This is an optimization exercise on Yosys and OpenROAD, whose aim is small area, not a production implementation.
In this exercise RTL edits were held to simulation tests only and were not proved equivalent to the original.
Power figures rest on the tool's default switching activity, not on a simulated workload.

<file path="flow/run.sh">
#!/bin/bash
set -uo pipefail
export BUFFER_PORTS_ARGS="-buffer_cell sky130_fd_sc_hd__buf_1"
export CTS_ARGS="-sink_clustering_enable -repair_clock_nets -dont_use_dummy_load -buf_list {sky130_fd_sc_hd__clkbuf_8} -sink_clustering_size 16 -sink_clustering_max_diameter 45"
bash standard.sh finish > orfs_make.log 2>&1
</file>
<file path="standard.sh">
#!/bin/bash
# synth_recipe.tcl (not shown) runs the flow's synth.tcl, then flattens the netlist and writes it again
# the make line also repeats each setting of config.mk as NAME=value (left out here)
make -C /OpenROAD-flow-scripts/flow DESIGN_CONFIG=/design/flow/config.mk WORK_HOME=/design/flow/orfs CLKGATE_MAP_FILE= SYNTH_SCRIPT=/design/flow/synth_recipe.tcl "${@:-finish}"
</file>
<file path="config.mk">
export PLATFORM = sky130hd
export DESIGN_NAME = mipsDecodeTop
export DESIGN_NICKNAME = mipsDecodeTop
export VERILOG_FILES = /design/flow/design.v
export SDC_FILE = /design/flow/constraint.sdc
export NUM_CORES = 4
export LEC_CHECK = 0
export CAP_MARGIN = 20
export CORE_MARGIN = 2
export CORE_UTILIZATION = 50
export CTS_BUF_LIST = sky130_fd_sc_hd__clkbuf_8
export CTS_CLUSTER_DIAMETER = 45
export CTS_CLUSTER_SIZE = 16
export SETUP_SLACK_MARGIN = 0.1
export SLEW_MARGIN = 20
export SYNTH_HIERARCHICAL = 1
</file>
<file path="constraint.sdc">
create_clock -name core_clock -period 5.1 [get_ports {CLK}]
set_input_delay 1.0200 -clock core_clock [delete_from_list [all_inputs] [get_ports {CLK}]]
set_output_delay 1.0200 -clock core_clock [all_outputs]
set_load 0.01 [all_outputs]
</file>
<file path="design.v">
`timescale 1ns/1ps
`default_nettype none
package decodePkg;
	typedef logic [32-1:0] word_t;
	typedef logic [5-1:0] regIdx_t;  
	typedef logic [16-1:0] imm_t;
	typedef enum logic [4:0] {
		aluNone = 5'd0,  
		aluAdd,
		aluAddu,
		aluSub,
		aluSubu,
		aluAnd,
		aluOr,
		aluXor,
		aluNor,
		aluSlt,
		aluSltu,
		aluSll,
		aluSrl,
		aluSra,
		aluSllv,
		aluSrlv,
		aluSrav,
		aluLui
	} aluOp_t;
	typedef enum logic [2:0] {
		condNone = 3'd0,
		condEq,
		condNe,
		condLez,
		condGtz,
		condLtz,
		condGez
	} branchCond_t;
	typedef struct packed {
		aluOp_t aluOp;
		branchCond_t branchCond;
		logic regDst;  
		logic link;
		logic jump;  
		logic jumpReg;  
		logic aluSrc;  
		logic memRead;
		logic memWrite;
		logic memToReg;
		logic regWrite;
	} ctrl_t;
	typedef struct packed {
		logic enable;
		regIdx_t index;
		word_t data;
	} wbReq_t;
	typedef struct packed {
		logic taken;
		word_t target;
	} redirect_t;
	typedef struct packed {
		word_t operandA;
		word_t operandB;
		imm_t imm;
		regIdx_t shamt;
		regIdx_t rs;  
		regIdx_t rt;
		regIdx_t dest;
		aluOp_t aluOp;
		logic aluSrc;
		logic memRead;
		logic memWrite;
		logic memToReg;
		logic regWrite;
	} exBundle_t;
endpackage
`default_nettype wire
`timescale 1ns/1ps
`default_nettype none
module rdBit (
	input wire [30:0] d,  
	input wire [30:0] s,  
	output wire [2:0] any  
);
	wire [10:0] n;
	genvar j;
	generate
		for (j = 0; j < 10; j = j + 1) begin : g
			aoi222 u (
				.a1(s[3*j]), .a2(d[3*j]),
				.b1(s[3*j+1]), .b2(d[3*j+1]),
				.c1(s[3*j+2]), .c2(d[3*j+2]),
				.y(n[j])
			);
		end
	endgenerate
	nand2g n10_i (.a(s[30]), .b(d[30]), .y(n[10]));
	nand4g any0_i (.a(n[0]), .b(n[1]), .c(n[2]), .d(n[3]), .y(any[0]));
	nand4g any1_i (.a(n[4]), .b(n[5]), .c(n[6]), .d(n[7]), .y(any[1]));
	nand3g any2_i (.a(n[8]), .b(n[9]), .c(n[10]), .y(any[2]));
endmodule
`default_nettype wire
`timescale 1ns/1ps
`default_nettype none
module controlDecoder (
	input decodePkg::word_t instr,
	output logic link,
	output logic jump,
	output logic jumpReg,
	output decodePkg::branchCond_t branchCond
);
	logic [5:0] opcode;
	logic [5:0] funct;
	logic [4:0] rtField;
	assign opcode = instr[31:26];
	assign funct = instr[5:0];
	assign rtField = instr[20:16];
	always_comb begin
		link = 1'b0;
		jump = 1'b0;
		jumpReg = 1'b0;
		branchCond = decodePkg::condNone;
		case (opcode)
			6'b000000: begin
				if (funct == 6'b001000) jumpReg = 1'b1;  
				if (funct == 6'b001001) begin  
					jumpReg = 1'b1;
					link = 1'b1;
				end
			end
			6'b000001: begin
				if (rtField == 5'b00000) branchCond = decodePkg::condLtz;
				if (rtField == 5'b00001) branchCond = decodePkg::condGez;
			end
			6'b000010: jump = 1'b1;
			6'b000011: begin
				jump = 1'b1;
				link = 1'b1;
			end
			6'b000100: branchCond = decodePkg::condEq;
			6'b000101: branchCond = decodePkg::condNe;
			6'b000110: branchCond = decodePkg::condLez;
			6'b000111: branchCond = decodePkg::condGtz;
			default: ;
		endcase
	end
endmodule
module exDecoder (
	input wire [5:0] opcode,
	input wire [5:0] funct,
	input wire [4:0] rdField,
	input wire [4:0] rtField,
	output logic [4:0] rt,
	output logic [4:0] dest,
	output logic [4:0] aluOp,
	output logic aluSrc,
	output logic memRead,
	output logic memWrite,
	output logic memToReg,
	output logic regWrite
);
	logic regDst;
	logic link;
	always_comb begin
		regDst = 1'b0;
		link = 1'b0;
		aluOp = decodePkg::aluNone;
		aluSrc = 1'b0;
		memRead = 1'b0;
		memWrite = 1'b0;
		regWrite = 1'b0;
		case (opcode)
			6'b000000: begin
				regDst = 1'b1;
				regWrite = 1'b1;
				case (funct)
					6'b000000: aluOp = decodePkg::aluSll;
					6'b000010: aluOp = decodePkg::aluSrl;
					6'b000011: aluOp = decodePkg::aluSra;
					6'b000100: aluOp = decodePkg::aluSllv;
					6'b000110: aluOp = decodePkg::aluSrlv;
					6'b000111: aluOp = decodePkg::aluSrav;
					6'b001001: begin  
						link = 1'b1;
						aluOp = decodePkg::aluAddu;
					end
					6'b100000: aluOp = decodePkg::aluAdd;
					6'b100001: aluOp = decodePkg::aluAddu;
					6'b100010: aluOp = decodePkg::aluSub;
					6'b100011: aluOp = decodePkg::aluSubu;
					6'b100100: aluOp = decodePkg::aluAnd;
					6'b100101: aluOp = decodePkg::aluOr;
					6'b100110: aluOp = decodePkg::aluXor;
					6'b100111: aluOp = decodePkg::aluNor;
					6'b101010: aluOp = decodePkg::aluSlt;
					6'b101011: aluOp = decodePkg::aluSltu;
					default: begin  
						regDst = 1'b0;
						regWrite = 1'b0;
					end
				endcase
			end
			6'b000011: begin  
				link = 1'b1;
				regWrite = 1'b1;
				aluOp = decodePkg::aluAddu;
			end
			6'b001000, 6'b001001, 6'b001010, 6'b001011,
			6'b001100, 6'b001101, 6'b001110, 6'b001111: begin
				aluSrc = 1'b1;
				regWrite = 1'b1;
				case (opcode[2:0])
					3'b000: aluOp = decodePkg::aluAdd;
					3'b001: aluOp = decodePkg::aluAddu;
					3'b010: aluOp = decodePkg::aluSlt;
					3'b011: aluOp = decodePkg::aluSltu;
					3'b100: aluOp = decodePkg::aluAnd;
					3'b101: aluOp = decodePkg::aluOr;
					3'b110: aluOp = decodePkg::aluXor;
					default: aluOp = decodePkg::aluLui;
				endcase
			end
			6'b100000, 6'b100001, 6'b100011, 6'b100100, 6'b100101: begin
				aluOp = decodePkg::aluAdd;
				aluSrc = 1'b1;
				memRead = 1'b1;
				regWrite = 1'b1;  
			end
			6'b101000, 6'b101001, 6'b101011: begin
				aluOp = decodePkg::aluAdd;
				aluSrc = 1'b1;
				memWrite = 1'b1;
			end
			default: ;
		endcase
	end
	assign memToReg = memRead;
	assign rt = (aluSrc || link) ? 5'd0 : rtField;
	assign dest = regDst ? rdField : (link ? 5'd31 : rtField);
endmodule
`default_nettype wire
`timescale 1ns/1ps
`default_nettype none
module branchResolve (
	input wire eqLoad,
	input wire neLoad,
	input wire lezLoad,
	input wire gtzLoad,
	input wire ltzLoad,
	input wire gezLoad,
	input decodePkg::imm_t offset,
	input decodePkg::word_t pc,  
	input decodePkg::word_t rsN,  
	input decodePkg::word_t rtK,  
	output wire condLoad,  
	output decodePkg::word_t branchTarget  
);
	wire [31:0] same;
	wire [7:0] diff4;
	wire [3:0] same8;
	wire eq, ne;
	genvar k;
	generate
		for (k = 0; k < 32; k = k + 1) begin : x
			xor2g u (.a(rsN[k]), .b(rtK[k]), .y(same[k]));
		end
		for (k = 0; k < 8; k = k + 1) begin : d4
			nand4g u (.a(same[4*k]), .b(same[4*k+1]), .c(same[4*k+2]), .d(same[4*k+3]),
				.y(diff4[k]));
		end
		for (k = 0; k < 4; k = k + 1) begin : s8
			nor2g u (.a(diff4[2*k]), .b(diff4[2*k+1]), .y(same8[k]));
		end
	endgenerate
	nand4g neq_i (.a(same8[0]), .b(same8[1]), .c(same8[2]), .d(same8[3]), .y(ne));
	and4g eq_i (.a(same8[0]), .b(same8[1]), .c(same8[2]), .d(same8[3]), .y(eq));
	wire [7:0] nz4;
	wire [3:0] z8;
	wire nonzero, neg, pos, lez, gtz;
	generate
		for (k = 0; k < 8; k = k + 1) begin : z4
			nand4g u (.a(rsN[4*k]), .b(rsN[4*k+1]), .c(rsN[4*k+2]), .d(rsN[4*k+3]),
				.y(nz4[k]));
		end
		for (k = 0; k < 4; k = k + 1) begin : z8g
			nor2g u (.a(nz4[2*k]), .b(nz4[2*k+1]), .y(z8[k]));
		end
	endgenerate
	nand4g nz_i (.a(z8[0]), .b(z8[1]), .c(z8[2]), .d(z8[3]), .y(nonzero));
	assign pos = rsN[31];
	invg neg_i (.a(rsN[31]), .y(neg));
	nand2g lez_i (.a(pos), .b(nonzero), .y(lez));  
	and2g gtz_i (.a(pos), .b(nonzero), .y(gtz));
	wire n1, n2;
	aoi222 c1_i (.a1(eqLoad), .a2(eq), .b1(neLoad), .b2(ne), .c1(lezLoad), .c2(lez), .y(n1));
	aoi222 c2_i (.a1(gtzLoad), .a2(gtz), .b1(ltzLoad), .b2(neg), .c1(gezLoad), .c2(pos),
		.y(n2));
	nand2g cond_i (.a(n1), .b(n2), .y(condLoad));
	branchAdder branchAdder_i (.pc(pc), .offset(offset), .sum(branchTarget));
endmodule
module branchAdder (
	input decodePkg::word_t pc,
	input decodePkg::imm_t offset,
	output decodePkg::word_t sum
);
	logic [15:0] a, p, g;
	logic [3:0] blockG, blockP;
	logic [16:0] c;
	logic [13:0] hi, ones, zeros;
	logic up, down;
	assign a = pc[17:2];
	assign p = a ^ offset;
	assign g = a & offset;
	always_comb begin
		for (int b = 0; b < 4; b++) begin
			blockG[b] = g[4*b+3] | (p[4*b+3] & g[4*b+2]) | (p[4*b+3] & p[4*b+2] & g[4*b+1])
				| (p[4*b+3] & p[4*b+2] & p[4*b+1] & g[4*b]);
			blockP[b] = &p[4*b +: 4];
		end
		c[0] = 1'b0;
		for (int b = 0; b < 4; b++) begin
			c[4*b+4] = blockG[b] | (blockP[b] & c[4*b]);
			for (int i = 1; i < 4; i++) begin
				c[4*b+i] = g[4*b+i-1] | (p[4*b+i-1] & c[4*b+i-1]);
			end
		end
	end
	assign hi = pc[31:18];
	always_comb begin
		ones[0] = 1'b1;
		zeros[0] = 1'b1;
		for (int i = 1; i < 14; i++) begin
			ones[i] = ones[i-1] & hi[i-1];
			zeros[i] = zeros[i-1] & !hi[i-1];
		end
	end
	assign up = c[16] & !offset[15];
	assign down = !c[16] & offset[15];
	assign sum[1:0] = pc[1:0];
	assign sum[17:2] = p ^ c[15:0];
	assign sum[31:18] = hi ^ ((up ? ones : 14'd0) | (down ? zeros : 14'd0));
endmodule
`default_nettype wire
`timescale 1ns/1ps
`default_nettype none
module aoi222 (
	input wire a1, input wire a2,
	input wire b1, input wire b2,
	input wire c1, input wire c2,
	output wire y
);
	assign y = !((a1 && a2) || (b1 && b2) || (c1 && c2));
endmodule
module aoi22 (
	input wire a1, input wire a2,
	input wire b1, input wire b2,
	output wire y
);
	assign y = !((a1 && a2) || (b1 && b2));
endmodule
module ao222 (
	input wire a1, input wire a2,
	input wire b1, input wire b2,
	input wire c1, input wire c2,
	output wire y
);
	assign y = (a1 && a2) || (b1 && b2) || (c1 && c2);
endmodule
module ao22 (
	input wire a1, input wire a2,
	input wire b1, input wire b2,
	output wire y
);
	assign y = (a1 && a2) || (b1 && b2);
endmodule
module ao221 (
	input wire a1, input wire a2,
	input wire b1, input wire b2,
	input wire c,
	output wire y
);
	assign y = (a1 && a2) || (b1 && b2) || c;
endmodule
module nand2g (
	input wire a, input wire b,
	output wire y
);
	assign y = !(a && b);
endmodule
module nand4g (
	input wire a, input wire b, input wire c, input wire d,
	output wire y
);
	assign y = !(a && b && c && d);
endmodule
module nor4g (
	input wire a, input wire b, input wire c, input wire d,
	output wire y
);
	assign y = !(a || b || c || d);
endmodule
module nor2g (
	input wire a, input wire b,
	output wire y
);
	assign y = !(a || b);
endmodule
module or2g (
	input wire a, input wire b,
	output wire y
);
	assign y = a || b;
endmodule
module and4g (
	input wire a, input wire b, input wire c, input wire d,
	output wire y
);
	assign y = a && b && c && d;
endmodule
module and3g (
	input wire a, input wire b, input wire c,
	output wire y
);
	assign y = a && b && c;
endmodule
module xnor2g (
	input wire a, input wire b,
	output wire y
);
	assign y = !(a ^ b);
endmodule
module ao21 (
	input wire a1, input wire a2,
	input wire b,
	output wire y
);
	assign y = (a1 && a2) || b;
endmodule
module ao211 (
	input wire a1, input wire a2,
	input wire b, input wire c,
	output wire y
);
	assign y = (a1 && a2) || b || c;
endmodule
module oa21 (
	input wire a1, input wire a2,
	input wire b,
	output wire y
);
	assign y = (a1 || a2) && b;
endmodule
module oai21 (
	input wire a1, input wire a2,
	input wire b,
	output wire y
);
	assign y = !((a1 || a2) && b);
endmodule
module muxi2 (
	input wire a0, input wire a1,
	input wire s,
	output wire y
);
	assign y = !(s ? a1 : a0);
endmodule
module and2g (
	input wire a, input wire b,
	output wire y
);
	assign y = a && b;
endmodule
module invg (
	input wire a,
	output wire y
);
	assign y = !a;
endmodule
module nand3g (
	input wire a, input wire b, input wire c,
	output wire y
);
	assign y = !(a && b && c);
endmodule
module nor3g (
	input wire a, input wire b, input wire c,
	output wire y
);
	assign y = !(a || b || c);
endmodule
module mux2g (
	input wire a0, input wire a1,
	input wire s,
	output wire y
);
	assign y = s ? a1 : a0;
endmodule
module oa31 (
	input wire a, input wire b, input wire c,
	input wire d,
	output wire y
);
	assign y = (a || b || c) && d;
endmodule
module xor2g (
	input wire a, input wire b,
	output wire y
);
	assign y = a ^ b;
endmodule
`default_nettype wire
`timescale 1ns/1ps
`default_nettype none
module mipsDecodeTop (
	input wire CLK,
	input wire RESET,
	input wire [31:0] instr,
	input wire [31:0] pc,
	input wire freeze,
	input wire bubble,
	input wire wb_enable,
	input wire [4:0] wb_index,
	input wire [31:0] wb_data,
	output wire [109:0] ex,
	output wire redirect_taken,
	output wire [31:0] redirect_target
);
	genvar k;
	logic [31*32-1:0] regs;  
	generate
		for (k = 1; k < 32; k = k + 1) begin : entry
			always_ff @(posedge CLK) begin
				if (wb_enable && (wb_index == k)) begin
					regs[32*k-1 -: 32] <= wb_data;
				end
			end
		end
	endgenerate
	logic link, jump, jumpReg;
	decodePkg::branchCond_t branchCond;
	controlDecoder controlDecoder_i (
		.instr(instr),
		.link(link),
		.jump(jump),
		.jumpReg(jumpReg),
		.branchCond(branchCond)
	);
	logic hold, load;
	logic linkLoad, rsLoad;
	assign hold = freeze && !bubble;
	assign load = !freeze && !bubble;
	assign linkLoad = link && load;
	assign rsLoad = load && !link;
	logic [30:0] rsSel, rtSel;
	decodePkg::word_t rsN;  
	decodePkg::word_t rtK;  
	always_comb begin
		for (int i = 1; i < 32; i = i + 1) begin
			rsSel[i-1] = (instr[25:21] == i);
			rtSel[i-1] = (instr[20:16] == i);
		end
	end
	generate
		for (k = 0; k < 32; k = k + 1) begin : rdcol
			wire [30:0] col;
			genvar j;
			for (j = 0; j < 32 - 1; j = j + 1) begin : c
				assign col[j] = regs[32*j+k];
			end
			wire [2:0] rsAny, rtAny;
			rdBit rs_i (.d(col), .s(rsSel), .any(rsAny));
			rdBit rt_i (.d(col), .s(rtSel), .any(rtAny));
			nor3g rsN_i (.a(rsAny[0]), .b(rsAny[1]), .c(rsAny[2]), .y(rsN[k]));
			oa31 rtK_i (.a(rtAny[0]), .b(rtAny[1]), .c(rtAny[2]), .d(rsLoad), .y(rtK[k]));
		end
	endgenerate
	logic jumpLoad, seqLoad, jumpRegLoad, noJumpRegLoad, pcBase, noRsLoad;
	logic condLoad;
	decodePkg::word_t branchTarget;
	assign jumpLoad = jump && load;
	assign jumpRegLoad = jumpReg && load;
	assign noJumpRegLoad = !jumpRegLoad;
	assign seqLoad = load && !jump && !jumpReg;  
	assign pcBase = load && !jumpReg;  
	assign noRsLoad = !rsLoad;
	branchResolve branchResolve_i (
		.eqLoad(load && (branchCond == decodePkg::condEq)),
		.neLoad(load && (branchCond == decodePkg::condNe)),
		.lezLoad(load && (branchCond == decodePkg::condLez)),
		.gtzLoad(load && (branchCond == decodePkg::condGtz)),
		.ltzLoad(load && (branchCond == decodePkg::condLtz)),
		.gezLoad(load && (branchCond == decodePkg::condGez)),
		.offset(instr[15:0]),
		.pc(pc),
		.rsN(rsN),
		.rtK(rtK),
		.condLoad(condLoad),
		.branchTarget(branchTarget)
	);
	decodePkg::word_t opA, opB, target;
	decodePkg::imm_t imm;
	logic [4:0] rs, rtField;
	logic [5:0] opcodeX;
	logic taken;
	decodePkg::word_t opAD, opBD, targetD;
	decodePkg::imm_t immD;
	logic [4:0] rsD, rtFieldD;
	logic [5:0] opcodeXD;
	logic takenD;
	generate
		for (k = 0; k < 32; k = k + 1) begin : din
			wire rsK;
			nor2g opAr_i (.a(rsN[k]), .b(noRsLoad), .y(rsK));
			ao221 opA_i (
				.a1(hold), .a2(opA[k]),
				.b1(linkLoad), .b2(pc[k]),
				.c(rsK),
				.y(opAD[k])
			);
			if (k == 2) begin : b2
				ao211 opB_i (.a1(hold), .a2(opB[k]), .b(rtK[k]), .c(linkLoad), .y(opBD[k]));
			end else begin : bx
				ao21 opB_i (.a1(hold), .a2(opB[k]), .b(rtK[k]), .y(opBD[k]));
			end
			wire en, on;
			if (k < 2) begin : t0
				aoi22 t_a (.a1(hold), .a2(target[k]), .b1(seqLoad), .b2(pc[k]), .y(en));
				oai21 t_b (.a1(noJumpRegLoad), .a2(rsN[k]), .b(en), .y(targetD[k]));
			end else begin : t1
				if (k < 28) begin : j
					aoi222 t_a (
						.a1(hold), .a2(target[k]),
						.b1(jumpLoad), .b2(instr[k-2]),
						.c1(seqLoad), .c2(pc[k]),
						.y(en)
					);
				end else begin : p
					aoi22 t_a (.a1(hold), .a2(target[k]), .b1(pcBase), .b2(pc[k]), .y(en));
				end
				oai21 t_b (.a1(noJumpRegLoad), .a2(rsN[k]), .b(en), .y(on));
				mux2g t_c (.a0(on), .a1(branchTarget[k]), .s(condLoad), .y(targetD[k]));
			end
		end
		for (k = 0; k < 16; k = k + 1) begin : dimm
			ao22 imm_i (.a1(hold), .a2(imm[k]), .b1(load), .b2(instr[k]), .y(immD[k]));
		end
		for (k = 0; k < 5; k = k + 1) begin : drs
			ao22 rs_i (.a1(hold), .a2(rs[k]), .b1(rsLoad), .b2(instr[21+k]), .y(rsD[k]));
			ao22 rt_i (.a1(hold), .a2(rtField[k]), .b1(load), .b2(instr[16+k]),
				.y(rtFieldD[k]));
		end
		for (k = 0; k < 6; k = k + 1) begin : dop
			ao22 op_i (.a1(hold), .a2(opcodeX[k]), .b1(load),
				.b2(k == 4 ? !instr[26+k] : instr[26+k]), .y(opcodeXD[k]));
		end
	endgenerate
	assign takenD = (hold && taken) || jumpLoad || jumpRegLoad || condLoad;
	always_ff @(posedge CLK or negedge RESET) begin
		if (!RESET) begin
			opA <= '0;
			opB <= '0;
			imm <= '0;
			rs <= '0;
			rtField <= '0;
			opcodeX <= '0;
			taken <= 1'b0;
			target <= '0;
		end else begin
			opA <= opAD;
			opB <= opBD;
			imm <= immD;
			rs <= rsD;
			rtField <= rtFieldD;
			opcodeX <= opcodeXD;
			taken <= takenD;
			target <= targetD;
		end
	end
	logic [4:0] rt, dest, aluOp;
	logic aluSrc, memRead, memWrite, memToReg, regWrite;
	exDecoder exDecoder_i (
		.opcode(opcodeX ^ 6'h10),
		.funct(imm[5:0]),
		.rdField(imm[15:11]),
		.rtField(rtField),
		.rt(rt),
		.dest(dest),
		.aluOp(aluOp),
		.aluSrc(aluSrc),
		.memRead(memRead),
		.memWrite(memWrite),
		.memToReg(memToReg),
		.regWrite(regWrite)
	);
	assign ex = {opA, opB, imm, imm[10:6], rs, rt, dest, aluOp, aluSrc, memRead, memWrite,
		memToReg, regWrite};
	assign redirect_taken = taken;
	assign redirect_target = target;
endmodule
`default_nettype wire
</file>
==> results of run 1 <==
## report_power, final
part / internal [mW] / switching (mW) / total [mW]
sequential: 10.2 / 0.111 / 10.3
clock: 2.34 / 3.03 / 5.38
combinational: 0.601 / 1.13 / 1.73
## critical path, cell delays in order
cell and delay [ns]:
buf_1 0.39, or3b_1 0.41, buf_4 0.19, nor2_4 0.84, a222oi_1 0.29, nand4_1 0.16
buf_4 0.16, nor3_2 0.06, xor2_1 0.26, nand4_1 0.15, nor2_1 0.48, nand4_1 0.16
a222oi_1 0.29, nand2_2 0.11, buf_12 0.21, mux2_4 0.33
## sequential cells by signal, indices dropped and copies added, names as in the netlist
register  count
imm          16
opA          32
opB          32
opcodeX       6
regs        992
rs            5
rtField       5
taken         1
target       32
## metal layers
layer  wire (um)  track usage  vias to the layer above
li1            -            -                    14500
met1       64000        0.491                    18300
met2       78600        0.556                     3570
met3       28600        0.121                      552
met4        8900        0.166                        8
met5          53            0                        -
## worst max-delay path by stage
| stage | startpoint | end | slack (ns) | depth (start not counted) |
|---|---|---|---|---|
| floorplan | instr[16] | target[10] | 0.20 | 12 |
| global placement | instr[24] | target[30] | -0.44 | 18 |
| detailed placement | instr[24] | target[11] | -0.40 | 18 |
| CTS | instr[24] | target[24] | 0.45 | 18 |
| global route | instr[24] | target[26] | 0.13 | 18 |
| finish | instr[25] | target[15] | 0.20 | 16 |
## timing repair
item / in CTS / in global routing
resized for setup: 0 / 1
endpoints found under the setup margin: 0 / 30
endpoints found under the hold margin: 0 / 0
hold buffers: 0 / 0
## layout make-up
class / instances / area [sq um]
multi-input cells: 1606 / 13800
diodes: 10 / 25.0
clock buffers: 135 / 1860
flip-flops and latches: 1121 / 33000
inverters: 32 / 120
well taps: 1243 / 1560
fillers: 7074 / 37000
repair buffers: 644 / 4610
## metrics by stage
stage | std cells | power, mW | TNS (ns) | hold slack [ns] | setup WS [ns]
CTS | 4777 | 17.3 | 0 | 0.358 | 0.449
floorplan | 2793 | 11.1 | 0 | 0.471 | 0.203
global placement | 4640 | 12.1 | -13.16 | 0.461 | -0.440
detailed placement | 4642 | 12.1 | -11.65 | 0.464 | -0.399
finish | 4791 | 17.4 | 0 | 0.409 | 0.200
global route | 4783 | 17.8 | 0 | 0.425 | 0.129
==> results.yml, run 1 <==
run_status:
  status: "finished clean"
logic_synthesis:
  syn_avg_cell_area_sq_um: 16.6
  syn_inst: 2793
  yosysWarnings: 10
  syn_area_sq_um: 46500
  syn-num-nets: 2934
drt:
  vias: 37000
  final_antenna_net_count: 0
  drt-total-wl_um: 180000
  first_pass_iters: 14
  wl_per_cell_um: 37.6
  drc: 0
  drt_iter0_drc: 10600
  viasPerCell: 7.72
setup_path:
  cp.required_ns: 5.76
  reg2reg_depth: 12
  crit_fanout: 32
  r2r_start: "regs[497]"
  arrival_ns: 5.56
  startpoint_type: "primary input"
  reg2reg_slack_ns: 1.22
  rr_endpoint: "target[15]"
  path_class: "in2reg"
  endpoint_kind: "register"
final_layout:
  fin_util: 0.598
  final_common_cell: "edfxtp_1"
  design_area_sq_um: 55000
  final_nets: 3681
  drive_above_1_share: 0.204
  syn2layout_area_growth_pct: 18.2
  layout_common_cells: "edfxtp_1 (992), a222oi_1 (668), buf_4 (342)"
floorplanning:
  dieArea_sq_um: 95400
  chipHeight_um: 309
  rows: 111
  io_pins: 249
  coreArea_sq_um: 91900
  initial_core_util: 0.506
  die_x_um: 309
timing:
  fin_crit_ns: 4.90
  skew_ns: 0.106
  period_share: 0.961
  hold_viol: 0
  grt_setup_unrepaired: "false"
  worstMarginPinSlew_ns: 1.18
  fmax_ghz: 0.204
  relSlewSlack: 0.211
  setup_violations: 0
  slew_viol_final: 0
clock_tree:
  clock_path_buffers: 3
  clock-sinks: 1121
  clkTransAtPathRegs_ns: 0.09
  cts_tree: "done"
  htree_num_levels: 4
  clk_latency_ns: 0.87
  root_buffer: "clkbuf_8"
  cts_setup_buffers: 0
  cts_buffers: 135
global_routing:
  antenna_found_initial: 14
  grtUsageTotal: 0.370
  overflow: 0
  grt_pass1_wl_um: 250000
  grt_max_degree: 86
  grt_pass1_vias: 35700
placed_design:
  gp_congestion: 0.965
  place_hpwl_um: 117000
  place_area_sq_um: 53000
  io_buffer_count: 248
min_path:
  hp-class: "in2async"
pwr:
  power.density_nw_per_um2: 316
  p_leak_nw: 18.3
  ir_drop_mv: 0.247
flow_run:
  maxCapViolCount: 0
==> inputs of run 2 (changes only) <==
==> flow/run.sh (replaced) <==
#!/bin/bash
set -uo pipefail
export BUFFER_PORTS_ARGS="-buffer_cell sky130_fd_sc_hd__buf_1"
export CTS_ARGS="-sink_clustering_enable -repair_clock_nets -dont_use_dummy_load -buf_list {sky130_fd_sc_hd__clkbuf_8} -sink_clustering_size 20 -sink_clustering_max_diameter 55"
bash standard.sh finish > orfs_make.log 2>&1
--- a/config.mk
+++ b/config.mk
@@ -11,4 +11,4 @@
 export CTS_BUF_LIST = sky130_fd_sc_hd__clkbuf_8
-export CTS_CLUSTER_DIAMETER = 45
-export CTS_CLUSTER_SIZE = 16
+export CTS_CLUSTER_DIAMETER = 55
+export CTS_CLUSTER_SIZE = 20
 export SETUP_SLACK_MARGIN = 0.1
==> run 2 against run 1 <==
Against the previous run:
- largest cell class unchanged
- fmax shrank 0.27%
- critical path type unchanged
- sequential share of layout area grew 0.51 points
- total power shrank 4.3%
==> results.yml, run 2 <==
final_layout:
  largest_register_ffs: 992
  fill_cells: 7124
  drive_above_1_share: 0.196
  final_cells: 4756
  final_nets: 3648
  layout_common_cells: "edfxtp_1 (992), a222oi_1 (668), buf_4 (342)"
  final_common_cell: "edfxtp_1"
  largest-register: "regs"
  design_area_sq_um: 54500
  syn2layout_area_growth_pct: 17.2
  fin_util: 0.593
timing:
  grt_setup_unrepaired: "false"
  fin_crit_ns: 4.91
  fmax_ghz: 0.204
  period_share: 0.963
  skew_ns: 0.0892
  relSlewSlack: 0.172
  setup_violations: 0
  slew_viol_final: 0
  hold_viol: 0
  worst_hold_slack_ns: 0.426
  worstMarginPinSlew_ns: 1.24
clock_tree:
  clkTransAtPathRegs_ns: 0.09
  clock_path_buffers: 3
  cts_setup_buffers: 0
  cts_tree: "done"
  root_buffer: "clkbuf_8"
  clock-sinks: 1121
  htree_num_levels: 3
  cts_buffers: 102
  clk_latency_ns: 0.82
  cts_hold_buf: 0
  ctsResizeCount: 0
floorplanning:
  dieArea_sq_um: 95400
  die_x_um: 309
  io_pins: 249
  coreArea_sq_um: 91900
  initial_core_util: 0.506
  rows: 111
  chipHeight_um: 309
setup_path:
  r2r_start: "regs[401]"
  arrival_ns: 5.57
  rr_endpoint: "target[11]"
  path_class: "in2reg"
  startpoint_type: "primary input"
  endpoint_kind: "register"
  crit_start: "instr[25]"
  crit_fanout: 31
  cp.required_ns: 5.75
  reg2reg_depth: 12
  reg2reg_slack_ns: 1.19
run_status:
  status: "finished clean"
logic_synthesis:
  syn_avg_cell_area_sq_um: 16.6
  syn_area_sq_um: 46500
  yosysWarnings: 10
  syn-num-nets: 2934
  syn_inst: 2793
placed_design:
  io_buffer_count: 248
  dp_cells: 4642
  gp_congestion: 0.965
  place_hpwl_um: 117000
  place_area_sq_um: 53000
drt:
  drt-total-wl_um: 179000
  drc: 0
  highest_layer: "met5"
  wl_met3_um: 28700
  drt_iter0_drc: 10100
  m1WireLength_um: 63300
  viasPerCell: 7.70
  wl_per_cell_um: 37.6
  final_antenna_net_count: 0
  vias: 36600
  wl_met2_um: 78000
  first_pass_iters: 13
global_routing:
  grt_max_degree: 86
  grt_pass1_wl_um: 248000
  grtUsageTotal: 0.365
  grt_pass1_vias: 35400
  overflow: 0
  antenna_found_initial: 13
min_path:
  hp-class: "in2async"
flow_run:
  maxCapViolCount: 0
pwr:
  power.density_nw_per_um2: 305
  ir_drop_mv: 0.240
  p_leak_nw: 18.1
[run 2: cell types whose count changed in the layout (fill, tap and decap cells not counted), sizes merged]
cell and change:
diode -2, clkbuf -32, buf -1
[run 2: how the worst max path moves through the flow]
stage / slack, ns / end
4_1_cts: 0.40 / target[5]
6_report: 0.19 / target[11]
2_1_floorplan: 0.20 / target[10]
3_5_place_dp: -0.40 / target[11]
3_3_place_gp: -0.44 / target[30]
5_1_grt: 0.12 / target[5]
[run 2: per-layer routing]
| layer | GRT usage | vias to the layer above |
|---|---|---|
| met5 | 0.0121 | - |
| met4 | 0.159 | 12 |
| met3 | 0.124 | 511 |
| met2 | 0.550 | 3388 |
| met1 | 0.483 | 18200 |
| li1 | - | 14500 |
[run 2: per-stage QoR]
step           total power [mW]  TNS, ns  setup WS, ns
3_3_place_gp               12.1   -13.16        -0.440
2_1_floorplan              11.1        0         0.203
3_5_place_dp               12.1   -11.65        -0.399
5_1_grt                    17.1        0         0.118
4_1_cts                    16.6        0         0.398
6_report                   16.6        0         0.187
[run 2: power breakdown]
| part | switching (mW) | internal (mW) | total [mW] |
|---|---|---|---|
| combinational | 1.13 | 0.601 | 1.73 |
| clock | 2.87 | 1.77 | 4.64 |
| sequential | 0.111 | 10.2 | 10.3 |
[run 2: layout make-up]
cell class                 count  area [sq um]  share of cell area
tap                         1243          1560              0.0285
timing repair buffer         644          4610              0.0846
multi-input combinational   1606         13800               0.253
sequential                  1121         33000               0.606
inverter                      32           120             0.00220
clock buffer                 102          1400              0.0258
antenna                        8          20.0            0.000367
[run 2: critical path, stage by stage]
cell      delay [ns]
buf_1           0.22
buf_4           0.22
or3_1           0.38
buf_4           0.17
nor2_4          0.91
a222oi_1        0.18
nand4_1         0.29
nor3_2          0.11
xor2_1          0.27
nand4_1         0.14
nor2_1          0.48
nand4_1         0.16
a222oi_1        0.29
nand2_2         0.11
buf_12          0.21
mux2_4          0.33

==> separate check: timing with driven ports <==
Ports are ideal in the flow. The routed layouts listed here were re-timed in OpenROAD. Step 1 assumes that a clkbuf_16 drives the clock port and a buf_2 every other input. Step 2 adds t to the input delays and takes it off the output delays; t is the mean of the earliest and latest rising clock arrival at the registers after step 1. Input paths then give back, and output paths get back, about the clock's delay inside the block. a / b / c = ideal ports / drivers / drivers and shift; a / b = the first two.
run | t, ns | setup WS [ns] | cell pins on the clock port's net
run 1 | 0.888 | 0.200 / 0.222 / -0.666 | 1
run 2 | 0.841 | 0.187 / 0.230 / -0.611 | 1
Met with ideal ports but missed after step 2: setup timing in run 1 and run 2. The setup slack of run 1, which loses most, moves by +0.022 ns with the drivers and by -0.866 ns with both steps.
